From an optimization exercise on the open Yosys and OpenROAD flow, aimed at small area; shortcuts taken in it are not production practice.
In this exercise RTL edits were held to simulation tests only and were not proved equivalent to the original.
Power and IR drop assume default switching activity.

[flow/flow/run.sh]
#!/bin/bash
# Own layout flow: the standard ORFS flow, with these changes.
#  1. Synthesis maps the logic with an area-recovering ABC script (flow/abc_area.script)
#     instead of ORFS's area script, which buffers and upsizes after mapping.
#     Registers are mapped by dfflibmap before ABC runs, so they are unchanged.
#  2. Port buffers are buf_1 instead of clkdlybuf4s50_1 (every port still gets one).
#  3. CTS runs without dummy loads and with larger sink clusters of clkbuf_16.
# Each step's full output goes to a log file in the work folder.
set -euo pipefail
W=$(pwd)
rm -rf "$W/scripts_abc"
cp -r "$FLOW_HOME/scripts" "$W/scripts_abc"
cp "$W/flow/abc_area.script" "$W/scripts_abc/abc_area.script"
SCRIPTS_DIR="$W/scripts_abc" bash standard.sh synth > "$W/run_synth.log" 2>&1
export BUFFER_PORTS_ARGS="-buffer_cell sky130_fd_sc_hd__buf_1"
export CTS_ARGS="-sink_clustering_enable -repair_clock_nets -dont_use_dummy_load -sink_clustering_size 25 -sink_clustering_max_diameter 80 -buf_list sky130_fd_sc_hd__clkbuf_16"
bash standard.sh finish > "$W/run_finish.log" 2>&1
[flow/flow/abc_area.script]
strash
dc2
&get -n
&dch
&nf -R 1000 -p
&put
topo
[flow/standard.sh]
#!/bin/bash
# synth_recipe.tcl (not shown) runs the flow's synth.tcl, then flattens the netlist and writes it again
# the make line also repeats each setting of config.mk as NAME=value (left out here)
make -C /OpenROAD-flow-scripts/flow DESIGN_CONFIG=/design/flow/config.mk WORK_HOME=/design/flow/orfs CLKGATE_MAP_FILE= SYNTH_SCRIPT=/design/flow/synth_recipe.tcl "${@:-finish}"
[flow/config.mk]
export PLATFORM = sky130hd
export DESIGN_NAME = tlb_assoc_param
export DESIGN_NICKNAME = tlb_assoc_param
export VERILOG_FILES = /design/flow/design.v
export SDC_FILE = /design/flow/constraint.sdc
export NUM_CORES = 4
export LEC_CHECK = 0
export ABC_AREA = 1
export CAP_MARGIN = 10
export CORE_MARGIN = 2
export CORE_UTILIZATION = 60
export PLACE_DENSITY = 0.7
export SETUP_SLACK_MARGIN = 0.5
export SLEW_MARGIN = 10
export SYNTH_HIERARCHICAL = 1
export SYNTH_MINIMUM_KEEP_SIZE = 0
[flow/constraint.sdc]
create_clock -name core_clock -period 10.0 [get_ports {i_clk}]
set_input_delay 2.0000 -clock core_clock [delete_from_list [all_inputs] [get_ports {i_clk}]]
set_output_delay 2.0000 -clock core_clock [all_outputs]
set_load 0.01 [all_outputs]
[flow/design.v]
module tlb_assoc_param #(
    parameter int ENTRIES = 64,
    parameter int ASID_W  = 8,
    parameter int CNT_W   = 16
) (
    input  logic              i_clk,
    input  logic              i_rst,
    input  logic              i_lk_valid,
    input  logic [31:0]       i_lk_va,
    input  logic [ASID_W-1:0] i_lk_asid,
    output logic              o_rsp_valid,
    output logic              o_rsp_hit,
    output logic              o_rsp_asid_neq,
    output logic [31:0]       o_rsp_pa,
    output logic [3:0]        o_rsp_domain,
    output logic [1:0]        o_rsp_ap,
    output logic              o_rsp_apx,
    input  logic              i_wr,
    input  logic [1:0]        i_wr_type,
    input  logic [19:0]       i_wr_va,
    input  logic [19:0]       i_wr_pa,
    input  logic [ASID_W-1:0] i_wr_asid,
    input  logic              i_wr_global,
    input  logic [3:0]        i_wr_domain,
    input  logic [7:0]        i_wr_ap,
    input  logic              i_wr_apx,
    input  logic              i_inv_all,
    input  logic              i_inv_mva,
    input  logic              i_inv_asid,
    input  logic [19:0]       i_inv_va,
    input  logic [ASID_W-1:0] i_inv_asid_val,
    output logic              o_full,
    output logic [CNT_W-1:0]  o_hit_cnt,
    output logic [CNT_W-1:0]  o_miss_cnt
);
    localparam int IDX_W = (ENTRIES > 1) ? $clog2(ENTRIES) : 1;
    logic [ENTRIES-1:0] valid_q;
    logic [ENTRIES-1:0] t3_q;
    logic [ENTRIES-1:0] global_q;
    logic [19:0]        va_q     [ENTRIES];
    logic [19:0]        pa_q     [ENTRIES];
    logic [ASID_W-1:0]  asid_q   [ENTRIES];
    logic [3:0]         domain_q [ENTRIES];
    logic [7:0]         ap_q     [ENTRIES];
    logic [ENTRIES-1:0] apx_q;
    logic [IDX_W-1:0]   ptr_q;
    logic inv_any, blocked, wr_en, cmp_inv;
    assign inv_any = i_inv_all | i_inv_mva | i_inv_asid;
    assign blocked = inv_any | i_wr;
    assign wr_en   = i_wr & ~inv_any;
    assign cmp_inv = i_inv_mva | i_inv_asid;
    logic [19:0]       cmp_va;
    logic [ASID_W-1:0] cmp_asid;
    assign cmp_va   = cmp_inv ? i_inv_va       : i_lk_va[31:12];
    assign cmp_asid = cmp_inv ? i_inv_asid_val : i_lk_asid;
    logic [ENTRIES-1:0] match, neq_vec, asid_only;
    for (genvar gi = 0; gi < ENTRIES; gi++) begin : g_cmp
        logic c_hi, c_mid, tag_eq, asid_eq;
        assign c_hi    = t3_q[gi] | pa_q[gi][2];
        assign c_mid   = t3_q[gi] | pa_q[gi][1];
        assign tag_eq  = (cmp_va[19:12] == va_q[gi][19:12])
                       & (~c_hi     | (cmp_va[11:8] == va_q[gi][11:8]))
                       & (~c_mid    | (cmp_va[7:4]  == va_q[gi][7:4]))
                       & (~t3_q[gi] | (cmp_va[3:0]  == va_q[gi][3:0]));
        assign asid_eq = (cmp_asid == asid_q[gi]);
        assign match[gi]     = valid_q[gi] & tag_eq & (global_q[gi] | asid_eq);
        assign neq_vec[gi]   = valid_q[gi] & tag_eq & ~global_q[gi] & ~asid_eq;
        assign asid_only[gi] = valid_q[gi] & ~global_q[gi] & asid_eq;
    end
    localparam int GS = 8;
    localparam int NG = ENTRIES / GS;
    logic [ENTRIES-1:0] hit_oh, free_oh, ptr_oh, wr_oh;
    logic [ENTRIES-1:0] hit_before, valid_before;    
    logic [NG-1:0]      g_hit, g_full;
    logic [NG:0]        gh_before, gf_before;        
    assign gh_before[0] = 1'b0;
    assign gf_before[0] = 1'b1;
    for (genvar gg = 0; gg < NG; gg++) begin : g_grp
        assign hit_before[gg*GS]   = 1'b0;
        assign valid_before[gg*GS] = 1'b1;
        for (genvar k = 1; k < GS; k++) begin : g_in
            assign hit_before[gg*GS+k]   = hit_before[gg*GS+k-1] | match[gg*GS+k-1];
            assign valid_before[gg*GS+k] = valid_before[gg*GS+k-1] & valid_q[gg*GS+k-1];
        end
        assign g_hit[gg]       = |match[gg*GS +: GS];
        assign g_full[gg]      = &valid_q[gg*GS +: GS];
        assign gh_before[gg+1] = gh_before[gg] | g_hit[gg];
        assign gf_before[gg+1] = gf_before[gg] & g_full[gg];
        for (genvar k = 0; k < GS; k++) begin : g_oh
            assign hit_oh[gg*GS+k]  = match[gg*GS+k] & ~hit_before[gg*GS+k] & ~gh_before[gg];
            assign free_oh[gg*GS+k] = ~valid_q[gg*GS+k] & valid_before[gg*GS+k] & gf_before[gg];
            assign ptr_oh[gg*GS+k]  = (ptr_q == IDX_W'(gg*GS+k));
        end
    end
    logic any_hit, any_free;
    assign any_hit  = gh_before[NG];
    assign any_free = ~gf_before[NG];
    assign wr_oh    = any_free ? free_oh : ptr_oh;
    logic [ENTRIES-1:0] valid_d;
    always_comb begin
        if (i_inv_all)       valid_d = '0;
        else if (i_inv_mva)  valid_d = valid_q & ~match;
        else if (i_inv_asid) valid_d = valid_q & ~asid_only;
        else if (i_wr)       valid_d = valid_q | wr_oh;
        else                 valid_d = valid_q;
    end
    always_ff @(posedge i_clk) begin
        if (i_rst) begin
            valid_q <= '0;
            ptr_q   <= '0;
            o_full  <= 1'b0;
        end else begin
            valid_q <= valid_d;
            o_full  <= &valid_d;
            if (i_inv_all)                ptr_q <= '0;
            else if (wr_en && !any_free)  ptr_q <= ptr_q + 1'b1;
        end
    end
    logic        wr_t3, wr_c_hi, wr_c_mid;
    logic [19:0] wr_pa_enc;
    assign wr_t3     = (i_wr_type == 2'd3);
    assign wr_c_hi   = (i_wr_type != 2'd0);
    assign wr_c_mid  = i_wr_type[1];
    assign wr_pa_enc = {i_wr_pa[19:4], wr_t3 ? i_wr_pa[3:0] : {1'b0, wr_c_hi, wr_c_mid, 1'b0}};
    localparam int EW = 1 + 20 + 20 + ASID_W + 1 + 4 + 8 + 1;
    logic [EW-1:0] wr_word;
    assign wr_word = {wr_t3, i_wr_va, wr_pa_enc, i_wr_asid, i_wr_global, i_wr_domain, i_wr_ap, i_wr_apx};
    for (genvar gi = 0; gi < ENTRIES; gi++) begin : g_store
        logic          we, keep;
        logic [EW-1:0] cur, nxt;
        assign we   = wr_en & wr_oh[gi];
        assign keep = ~we;
        assign cur  = {t3_q[gi], va_q[gi], pa_q[gi], asid_q[gi], global_q[gi], domain_q[gi], ap_q[gi], apx_q[gi]};
        tlb_entry_sel #(.W(EW)) u_sel (.i_q(cur), .i_d(wr_word), .i_we(we), .i_keep(keep), .o_nxt(nxt));
        always_ff @(posedge i_clk) begin
            {t3_q[gi], va_q[gi], pa_q[gi], asid_q[gi], global_q[gi], domain_q[gi], ap_q[gi], apx_q[gi]} <= nxt;
        end
    end
    logic [19:0] s_pa;
    logic [3:0]  s_dom;
    logic [7:0]  s_ap;
    logic        s_apx, s_t3;
    always_comb begin
        s_pa  = '0;
        s_dom = '0;
        s_ap  = '0;
        s_apx = 1'b0;
        s_t3  = 1'b0;
        for (int i = 0; i < ENTRIES; i++) begin
            s_pa  = s_pa  | (pa_q[i]     & {20{hit_oh[i]}});
            s_dom = s_dom | (domain_q[i] & {4{hit_oh[i]}});
            s_ap  = s_ap  | (ap_q[i]     & {8{hit_oh[i]}});
            s_apx = s_apx | (apx_q[i]    & hit_oh[i]);
            s_t3  = s_t3  | (t3_q[i]     & hit_oh[i]);
        end
    end
    logic        s_c_hi, s_c_mid;
    logic [31:0] sel_pa;
    logic [1:0]  sub, sel_ap;
    assign s_c_hi  = s_t3 | s_pa[2];
    assign s_c_mid = s_t3 | s_pa[1];
    assign sel_pa  = {s_pa[19:12],
                      s_c_hi  ? s_pa[11:8] : i_lk_va[23:20],
                      s_c_mid ? s_pa[7:4]  : i_lk_va[19:16],
                      s_t3    ? s_pa[3:0]  : i_lk_va[15:12],
                      i_lk_va[11:0]};
    assign sub     = s_t3 ? i_lk_va[11:10] : (s_pa[1] ? i_lk_va[15:14] : 2'd3);
    always_comb begin
        case (sub)
            2'd0:    sel_ap = s_ap[1:0];
            2'd1:    sel_ap = s_ap[3:2];
            2'd2:    sel_ap = s_ap[5:4];
            default: sel_ap = s_ap[7:6];
        endcase
    end
    logic rsp_hit_d, rsp_neq_d;
    assign rsp_hit_d = i_lk_valid & ~blocked & any_hit;
    assign rsp_neq_d = i_lk_valid & ~blocked & ~any_hit & |neq_vec;
    always_ff @(posedge i_clk) begin
        if (i_rst) begin
            o_rsp_valid    <= 1'b0;
            o_rsp_hit      <= 1'b0;
            o_rsp_asid_neq <= 1'b0;
            o_rsp_pa       <= '0;
            o_rsp_domain   <= '0;
            o_rsp_ap       <= '0;
            o_rsp_apx      <= 1'b0;
        end else begin
            o_rsp_valid    <= i_lk_valid;
            o_rsp_hit      <= rsp_hit_d;
            o_rsp_asid_neq <= rsp_neq_d;
            if (rsp_hit_d) begin
                o_rsp_pa     <= sel_pa;
                o_rsp_domain <= s_dom;
                o_rsp_ap     <= sel_ap;
                o_rsp_apx    <= s_apx;
            end
        end
    end
    always_ff @(posedge i_clk) begin
        if (i_rst) begin
            o_hit_cnt  <= '0;
            o_miss_cnt <= '0;
        end else if (i_lk_valid) begin
            if (rsp_hit_d) begin
                if (o_hit_cnt != '1) o_hit_cnt <= o_hit_cnt + 1'b1;
            end else begin
                if (o_miss_cnt != '1) o_miss_cnt <= o_miss_cnt + 1'b1;
            end
        end
    end
endmodule
module tlb_entry_sel #(
    parameter int W = 1
) (
    input  logic [W-1:0] i_q,
    input  logic [W-1:0] i_d,
    input  logic         i_we,
    input  logic         i_keep,
    output logic [W-1:0] o_nxt
);
    assign o_nxt = (i_q & {W{i_keep}}) | (i_d & {W{i_we}});
endmodule
==> impl_metrics.csv <==
group,metric,value,unit
routing,firstDrtPassIters,9,
clock_network,ctsLongestPathBuffers,4,
worst_setup_path,arrival,10.18,ns
routing,drc_errors,0,
placed_design,io_buffers,213,
routing,drtIter0Drc,22611,
power_and_ir_drop,vdd_ir_drop_max,0.000169,V
synthesis,syn-cell-area,156000,µm²
timing,period_share,93.7,%
clock_network,cts.sinks,4177,
synthesis,yosysSeqAreaShare,53.8,%
global_route,grt_pass1_vias,134726,
routing,wl_per_cell,35.8,µm
global_route,grt_pass1_wl,941000,µm
clock_network,clock-root-buffer,"clkbuf_16",
routing,dr_total_vias,142487,
die,fp.dieW,513,µm
worst_setup_path,start_kind,"input port",
worst_setup_path,crit_family,"simple AND/OR/NAND/NOR gates",
timing,whs,0.488,ns
synthesis,avgSynthCellArea,11.5,µm²
timing,setup_viol,0,
clock_network,htreeDepth,4,
placed_design,dp_hpwl,419000,µm
worst_setup_path,slowest_delay,0.53,ns
job,cap_viol_max_count,0,
global_route,grt_max_degree,84,
die,row_count,186,
finish,fin_nets,15093,
routing,viasPerCell,7.76,
finish,layout-drive-gt1-share,10.5,%
finish,final_cells,18364,
timing,worst_pin_slew,1.43,ns
synthesis,synthTopCellsByArea,"dfxtp_1 (54%), a22o_1 (23%), xnor2_1 (4.0%)",
synthesis,async_reset_ff_share,0,%
worst_setup_path,critPathCaptureType,"flop",
clock_network,tritoncts.num_buffers,202,
worst_setup_path,cp_max_fo,10,
timing,fmax,107,MHz
worst_setup_path,crit_top_cell,"buf_4",
timing,relSlewSlack,4.39,%
synthesis,synthCells,13476,
clock_network,cts_tree,"built",
die,ios,214,
min_path,min_path_type,"flop to flop",
global_route,grtUsageTotal,47.6,%
synthesis,synth_top_area_share,53.8,%
finish,syn_to_final_growth,13.5,%
synthesis,synthFlopType,"dfxtp_1",
worst_setup_path,critPathBufInv,9,
routing,postRouteWirelength,657000,µm
timing,skew,0.0911,ns
timing,hold_viol_final,0,
die,core_area,257000,µm²
synthesis,synth.distinct_cells,56,
placed_design,gp_congestion,1.02,
die,dieArea,263000,µm²
synthesis,ys_seq_elements,4177,
routing,detail-route-antenna-nets,0,
timing,rsz0062_at_grt,"true",
finish,fillers,19426,
die,start_util,60.4,%
worst_setup_path,path_class,"input port to flop",
synthesis,synth_warnings,12,
clock_network,clk_latency,0.97,ns
outcome,status,"complete, no violations",
worst_setup_path,slowest_stage,"nor4_1",
global_route,antenna_found_initial,60,
power_and_ir_drop,power_density,158,nW/µm²
timing,slew_viol_final,0,
die,die_height,513,µm
synthesis,yosys.area.top_type,"dfxtp_1",
worst_setup_path,crit_required,10.81,ns
synthesis,synth.most_common_cell,"dfxtp_1",
clock_network,cts.reportedPaths.clkPinSlew,0.09,ns
placed_design,post-place-cells,18120,
synthesis,synth-edff-count,0,
global_route,overflow,0,
synthesis,synth_common_cells,"dfxtp_1 (4177), a22o_1 (4072), xnor2_1 (711)",
power_and_ir_drop,power.leakage,66.3,nW
synthesis,syn-num-nets,13621,
timing,min_period,9.37,ns
-- area by class of cell --
cell class              count  area [µm²]  share of cell area (%)
repair buffers           1268       10300                    5.82
diodes                     34        85.1                  0.0482
multi-input cells        9199       72900                    41.3
inverters                 100         398                   0.225
clock buffers             202        5050                    2.86
flip-flops and latches   4177       83600                    47.4
well taps                3384        4230                    2.40
-- metal layers --
metal	vias to the layer above	GRT usage [%]	wire length, µm
met5	-	0	203
met4	30	29.2	47700
met3	2417	16.6	101000
met2	11520	67.0	267000
met1	70339	62.5	241000
li1	58181	-	-
-- final timing paths --
| check | to | from | depth (start not counted) | slack [ns] |
|---|---|---|---|---|
| min reg2reg | pa_q[63][10] | pa_q[63][10] | 1 | 0.49 |
| max | o_rsp_ap[1] | i_inv_asid | 37 | 0.63 |
| min | pa_q[63][10] | pa_q[63][10] | 1 | 0.49 |
| max reg2reg | o_full | valid_q[8] | 17 | 2.12 |
-- repair_timing --
item	CTS	global route
hold buffers	0	0
gates resized for setup	11	61
setup buffers	1	6
pin swaps	1	12
gates cloned	0	1
setup endpoints to repair	14	26
-- cells in the final DEF, fill, tap and decap left out, drive strengths merged, types with 242 or more instances in the layout --
cell type and n:
xor2 436, a22oi 501, nor2 391, xnor2 711, nand3 295, nand2 389
a21oi 277, a221oi 288, a22o 4072, dfxtp 4177, buf 1228, clkbuf 242
-- report_power, final --
group	switching (mW)	total (mW)	leakage [nW]	internal, mW
Combinational	1.36	2.02	30.1	0.658
Sequential	0.144	17.0	33.7	16.8
Clock	5.37	8.98	2.49	3.61
Total	6.87	28.0	66.3	21.1
-- registers in the layout (all words and copies together) (netlist names), 256 cells and up --
name and count:
ap_q 512, asid_q 512, domain_q 256, pa_q 1280, va_q 1280
-- per-stage QoR --
step	util, %	cell area [µm²]	setup slack, ns	setup TNS, ns	total power, mW
final	68.6	177000	0.629	0	28.0
after detailed placement	66.5	171000	-1.12	-14.56	19.2
after CTS	68.4	176000	0.500	0	27.8
after floorplan	-	156000	-3.14	-153.23	18.2
after global routing	68.6	177000	0.390	0	28.5
after global placement	66.5	171000	-1.30	-15.21	19.2
-- logic make-up (layout without fill, tap and decap cells) --
kind of cell	after synthesis	count (layout)	synth area share [%]
AO/OA/AOI/OAI	6272	6272	33.8
XOR/XNOR	1147	1147	6.46
adder cells (fa/ha/maj)	6	6	0.0483
buffers and inverters	100	1570	0.241
flip-flops	4177	4177	53.8
multiplexers	29	29	0.187
other	0	34	0
AND/OR/NAND/NOR	1745	1745	5.51

afterwards: timing with drivers on the ports:
No port has a modelled driver above. Below, the same layout with a new extraction and two added sets of constraints. Step 1 (the two cells are an assumption about what drives the block):
set clk [get_ports {i_clk}]
set_driving_cell -lib_cell sky130_fd_sc_hd__clkbuf_16 $clk
set_driving_cell -lib_cell sky130_fd_sc_hd__buf_2 [delete_from_list [all_inputs] $clk]
Step 2, shift: input delay + t, output delay - t, t = (earliest + latest rising clock arrival at the registers) / 2. This alone moves slack from input paths to output paths. Three values: ideal, step 1, step 2; two values: the first two.
t, ns: 1.034
setup slack, ns: 0.629 / 0.717 / -0.317
hold slack, ns: 0.488 / 0.488 / 0.488
latest minus earliest clock arrival (ns): 0.091 / 0.092
With both steps, setup timing fails in this run, where it was met with ideal ports. The setup slack of this run moves by +0.088 ns with the drivers and by -0.946 ns with both steps.
